This design comes from an exercise in tuning for small area and a short achievable clock period on the open sky130 flow, not from production work. Where RTL was checked, it was by simulation tests only, not by an equivalence proof against the original. No activity file was given, so power comes from the tool's default toggle rates.

## v6
==> flow/design.v (excerpt) <==
module conv3x3_mac_stage
#(
    parameter int N     = 32,
    parameter int SHIFT = 4
) (
    input  logic        clk,
    input  logic        rst,
    input  logic        data_load,
    input  logic [71:0] window,
    input  logic        frame_start,
    input  logic        coef_we,
    input  logic [3:0]  coef_addr,
    input  logic [7:0]  coef_data,
    output logic [7:0]  pix_o,
    output logic        valid_o,
    output logic        frame_done_o
);
Size in the first run: about 370 flip-flops, roughly 99 I/O pins, roughly 0.024 mm² of cells after synthesis.
export LEC_CHECK = 0
export CAP_MARGIN = 20
export CORE_MARGIN = 2
export CORE_UTILIZATION = 40
export SLEW_MARGIN = 20
export SYNTH_HIERARCHICAL = 1
create_clock -name core_clock -period 6.0 [get_ports {clk}]
run.sh (not shown) runs the stock make flow with config.mk's settings and CLKGATE_MAP_FILE= SYNTH_SCRIPT=/design/flow/synth_recipe.tcl, a recipe that flattens the netlist after the stock synthesis.
Changes in v7 relative to v6:
Settings: an added SETUP_SLACK_MARGIN of 3.5.
Notes after the runs:
- The clock buffer count in v7 was lower than what v6 gave.
- Relative to v6, worst ir drop on vdd decreased by 18% in v7.
- Taking v6 as the reference, in v7 wire length on met2 has decreased; clock share of power has increased; fraction of area in registers has decreased.
- Row portion of total power attributed to combinational logic: v7 higher / v6 lower
- v7 reports a higher post-synthesis to final-layout area growth than v6 does.
Function was not checked in any run of this note: the RTL went through the layout flow alone.

* * *

conv3x3_mac_stage, a different RTL version from the one above (not shown whole).
For scale: about 2700 cells after synthesis, about 470 flip-flops, roughly 99 I/O pins, ~26000 um^2 of cells after synthesis.
==> flow/design.v (excerpt) <==
module conv3x3_mac_stage
#(
    parameter int N     = 32,
    parameter int SHIFT = 4
) (
    input  logic        clk,
    input  logic        rst,
    input  logic        data_load,
    input  logic [71:0] window,
    input  logic        frame_start,
    input  logic        coef_we,
    input  logic [3:0]  coef_addr,
    input  logic [7:0]  coef_data,
    output logic [7:0]  pix_o,
    output logic        valid_o,
    output logic        frame_done_o
);
make LEC_CHECK=0 CAP_MARGIN=20 CORE_MARGIN=2 CORE_UTILIZATION=60 CTS_CLUSTER_DIAMETER=80 CTS_CLUSTER_SIZE=25 SETUP_SLACK_MARGIN=3.75 SLEW_MARGIN=20 SYNTH_HIERARCHICAL=1 finish   # period 6.0 ns
The starting point finished with timing, DRC and antenna clean.
Change:
--- a/flow/config.mk
+++ b/flow/config.mk
@@ -13 +13 @@
-export SETUP_SLACK_MARGIN = 3.75
+export SETUP_SLACK_MARGIN = 3.5
Result: Routed wire length fell by about 15%. Non-clock buffer count shrinks by 119. Final area shrinks by about 12%. Global-route usage goes down by 4.8 points.

* * *

Another version of the RTL of conv3x3_mac_stage (not shown whole).
For scale: ~2700 cells after synthesis, ~470 flip-flops, ~99 I/O pins, ~26000 sq um of cells after synthesis.
export LEC_CHECK = 0
export CAP_MARGIN = 20
export CORE_MARGIN = 2
export CORE_UTILIZATION = 40
export SETUP_SLACK_MARGIN = 3.6
export SLEW_MARGIN = 20
export SYNTH_HIERARCHICAL = 1
create_clock -name core_clock -period 6.0 [get_ports {clk}]
The starting point completed with no timing, DRC or antenna violations.
Edit:
--- a/flow/config.mk
+++ b/flow/config.mk
@@ -9,3 +9,5 @@
 export CORE_MARGIN = 2
-export CORE_UTILIZATION = 40
+export CORE_UTILIZATION = 60
+export CTS_CLUSTER_DIAMETER = 100
+export CTS_CLUSTER_SIZE = 30
 export SETUP_SLACK_MARGIN = 3.6
Result:
- The changed run finished with timing, DRC and antenna clean
- total power goes down by 17%
- design area came out lower by about 7%
- via count goes up by about 0.7%
- wire length goes down by 4.4%
- clock skew is lower by 0.018 ns
- sequential share of layout area rises by 2.2 points

* * *

RTL: one of the versions met above, not the one the previous note started from.
For scale: about 2,700 cells after synthesis, about 470 flip-flops, roughly 99 I/O pins.
## conv3x3_mac_stage
module conv3x3_mac_stage
#(
    parameter int N     = 32,
    parameter int SHIFT = 4
) (
    input  logic        clk,
    input  logic        rst,
    input  logic        data_load,
    input  logic [71:0] window,
    input  logic        frame_start,
    input  logic        coef_we,
    input  logic [3:0]  coef_addr,
    input  logic [7:0]  coef_data,
    output logic [7:0]  pix_o,
    output logic        valid_o,
    output logic        frame_done_o
);
    localparam int CW = $clog2(N);
    logic [CW-1:0] col, row;
    logic          last;
    logic [4:0] vpipe;
    logic [71:64]   win_q;
    logic [71:0]   coef_q;
    logic [35:0]   psum_q;
    logic [8:0] c1x_0, c2x_0, psum_0;
    logic [8:0] c1x_1, c2x_1, psum_1;
    logic [8:0] c1x_2, c2x_2, psum_2;
    logic [8:0] c1x_3, c2x_3, psum_3;
    logic sa_0_0;
    logic sb_0_0;
    logic sc_0_0;
    logic [8:0] u_0_0;
    logic u_0_0_a0, u_0_0_b0, u_0_0_c0;
    logic u_0_0_a1, u_0_0_b1, u_0_0_c1;
    logic u_0_0_a2, u_0_0_b2, u_0_0_c2;
    logic u_0_0_a3, u_0_0_b3, u_0_0_c3;
    logic u_0_0_a4, u_0_0_b4, u_0_0_c4;
    logic u_0_0_a5, u_0_0_b5, u_0_0_c5;
    logic u_0_0_a6, u_0_0_b6, u_0_0_c6;
    logic u_0_0_a7, u_0_0_b7, u_0_0_c7;
    logic u_0_0_a8, u_0_0_b8, u_0_0_c8;
    logic sa_0_1;
    logic sb_0_1;
    logic sc_0_1;
    logic [8:0] u_0_1;
    logic u_0_1_a0, u_0_1_b0, u_0_1_c0;
    logic u_0_1_a1, u_0_1_b1, u_0_1_c1;
    logic u_0_1_a2, u_0_1_b2, u_0_1_c2;
    logic u_0_1_a3, u_0_1_b3, u_0_1_c3;
    logic u_0_1_a4, u_0_1_b4, u_0_1_c4;
    logic u_0_1_a5, u_0_1_b5, u_0_1_c5;
    logic u_0_1_a6, u_0_1_b6, u_0_1_c6;
    logic u_0_1_a7, u_0_1_b7, u_0_1_c7;
    logic u_0_1_a8, u_0_1_b8, u_0_1_c8;
    logic sa_0_2;
    logic sb_0_2;
    logic sc_0_2;
    logic [8:0] u_0_2;
    logic u_0_2_a0, u_0_2_b0, u_0_2_c0;
    logic u_0_2_a1, u_0_2_b1, u_0_2_c1;
    logic u_0_2_a2, u_0_2_b2, u_0_2_c2;
    logic u_0_2_a3, u_0_2_b3, u_0_2_c3;
    logic u_0_2_a4, u_0_2_b4, u_0_2_c4;
    logic u_0_2_a5, u_0_2_b5, u_0_2_c5;
    logic u_0_2_a6, u_0_2_b6, u_0_2_c6;
    logic u_0_2_a7, u_0_2_b7, u_0_2_c7;
    logic u_0_2_a8, u_0_2_b8, u_0_2_c8;
    logic sa_0_3;
    logic sb_0_3;
    logic sc_0_3;
    logic [8:0] u_0_3;
    logic u_0_3_a0, u_0_3_b0, u_0_3_c0;
    logic u_0_3_a1, u_0_3_b1, u_0_3_c1;
    logic u_0_3_a2, u_0_3_b2, u_0_3_c2;
    logic u_0_3_a3, u_0_3_b3, u_0_3_c3;
  ...
Settings: LEC_CHECK=0, CAP_MARGIN=20, CORE_MARGIN=2, CORE_UTILIZATION=68, CTS_CLUSTER_DIAMETER=100, CTS_CLUSTER_SIZE=30, PLACE_DENSITY=0.72, SETUP_SLACK_MARGIN=3.6, SLEW_MARGIN=20, SYNTH_HIERARCHICAL=1; clock period 6.0 ns.
The first run went through all stages and came out clean.
Then changed:
--- a/flow/config.mk
+++ b/flow/config.mk
@@ -10,4 +10,3 @@
-export CORE_UTILIZATION = 68
-export CTS_CLUSTER_DIAMETER = 100
-export CTS_CLUSTER_SIZE = 30
-export PLACE_DENSITY = 0.72
+export CORE_UTILIZATION = 60
+export CTS_CLUSTER_DIAMETER = 80
+export CTS_CLUSTER_SIZE = 25
After rerunning: The new run passed the timing, design-rule and antenna checks; cell area went up by 1.7%; hold slack is about the same; flip-flop and latch count does not change; worst setup slack improves by 37 ps; wire length goes down by 7.2%; count of clock-buffer cells in the layout came out higher by 9.
Then changed:
--- a/flow/config.mk
+++ b/flow/config.mk
@@ -8 +8 @@
-export CAP_MARGIN = 20
+export CAP_MARGIN = 10
@@ -14 +14 @@
-export SLEW_MARGIN = 20
+export SLEW_MARGIN = 10
Effect: Power does not change; wire length stays the same; area after synthesis stays the same.

-- static timing again, ports no longer ideal --
The flow's constraints put no driver on any port. The routed layouts listed below were extracted and timed again, unchanged, in two steps. Step 1 assumes that a clkbuf_16 drives the clock port and a buf_2 every other input. Step 2 moves the port delays by t, midway between the first and last clock arrival at a register: inputs arrive t later, outputs are due t later. That takes back most of the time a late clock gives input paths. a / b / c = ideal ports / drivers / drivers and shift; a / b = the first two.
run | t, ns | setup WS [ns] | clock arrival spread, ns | worst register clock-pin slew, ns
v6 | 0.651 | 2.629 / 2.629 / 2.537 | 0.030 / 0.030 | 0.06 / 0.06
v7 | 0.642 | 3.188 / 3.188 / 3.173 | 0.024 / 0.024 | 0.08 / 0.08
the first run of note 2 | 0.684 | 3.478 / 3.478 / 3.162 | 0.047 / 0.048 | 0.10 / 0.10
the second run of note 2 | 0.651 | 3.445 / 3.445 / 3.074 | 0.027 / 0.027 | 0.10 / 0.10
the first run of note 3 | 0.670 | 3.489 / 3.489 / 3.174 | 0.050 / 0.049 | 0.07 / 0.07
the second run of note 3 | 0.631 | 3.526 / 3.526 / 3.158 | 0.029 / 0.029 | 0.11 / 0.11
the first run of note 4 | 0.641 | 3.499 / 3.499 / 3.109 | 0.029 / 0.029 | 0.12 / 0.12
the second run of note 4 | 0.659 | 3.536 / 3.536 / 3.187 | 0.032 / 0.033 | 0.10 / 0.10
the third run of note 4 | 0.659 | 3.536 / 3.536 / 3.187 | 0.032 / 0.033 | 0.10 / 0.10
After both steps setup and hold are still met in every run listed. For the first run of note 4, which loses most, drivers alone change the setup slack by 0.000 ns; drivers and shift together by -0.390 ns.
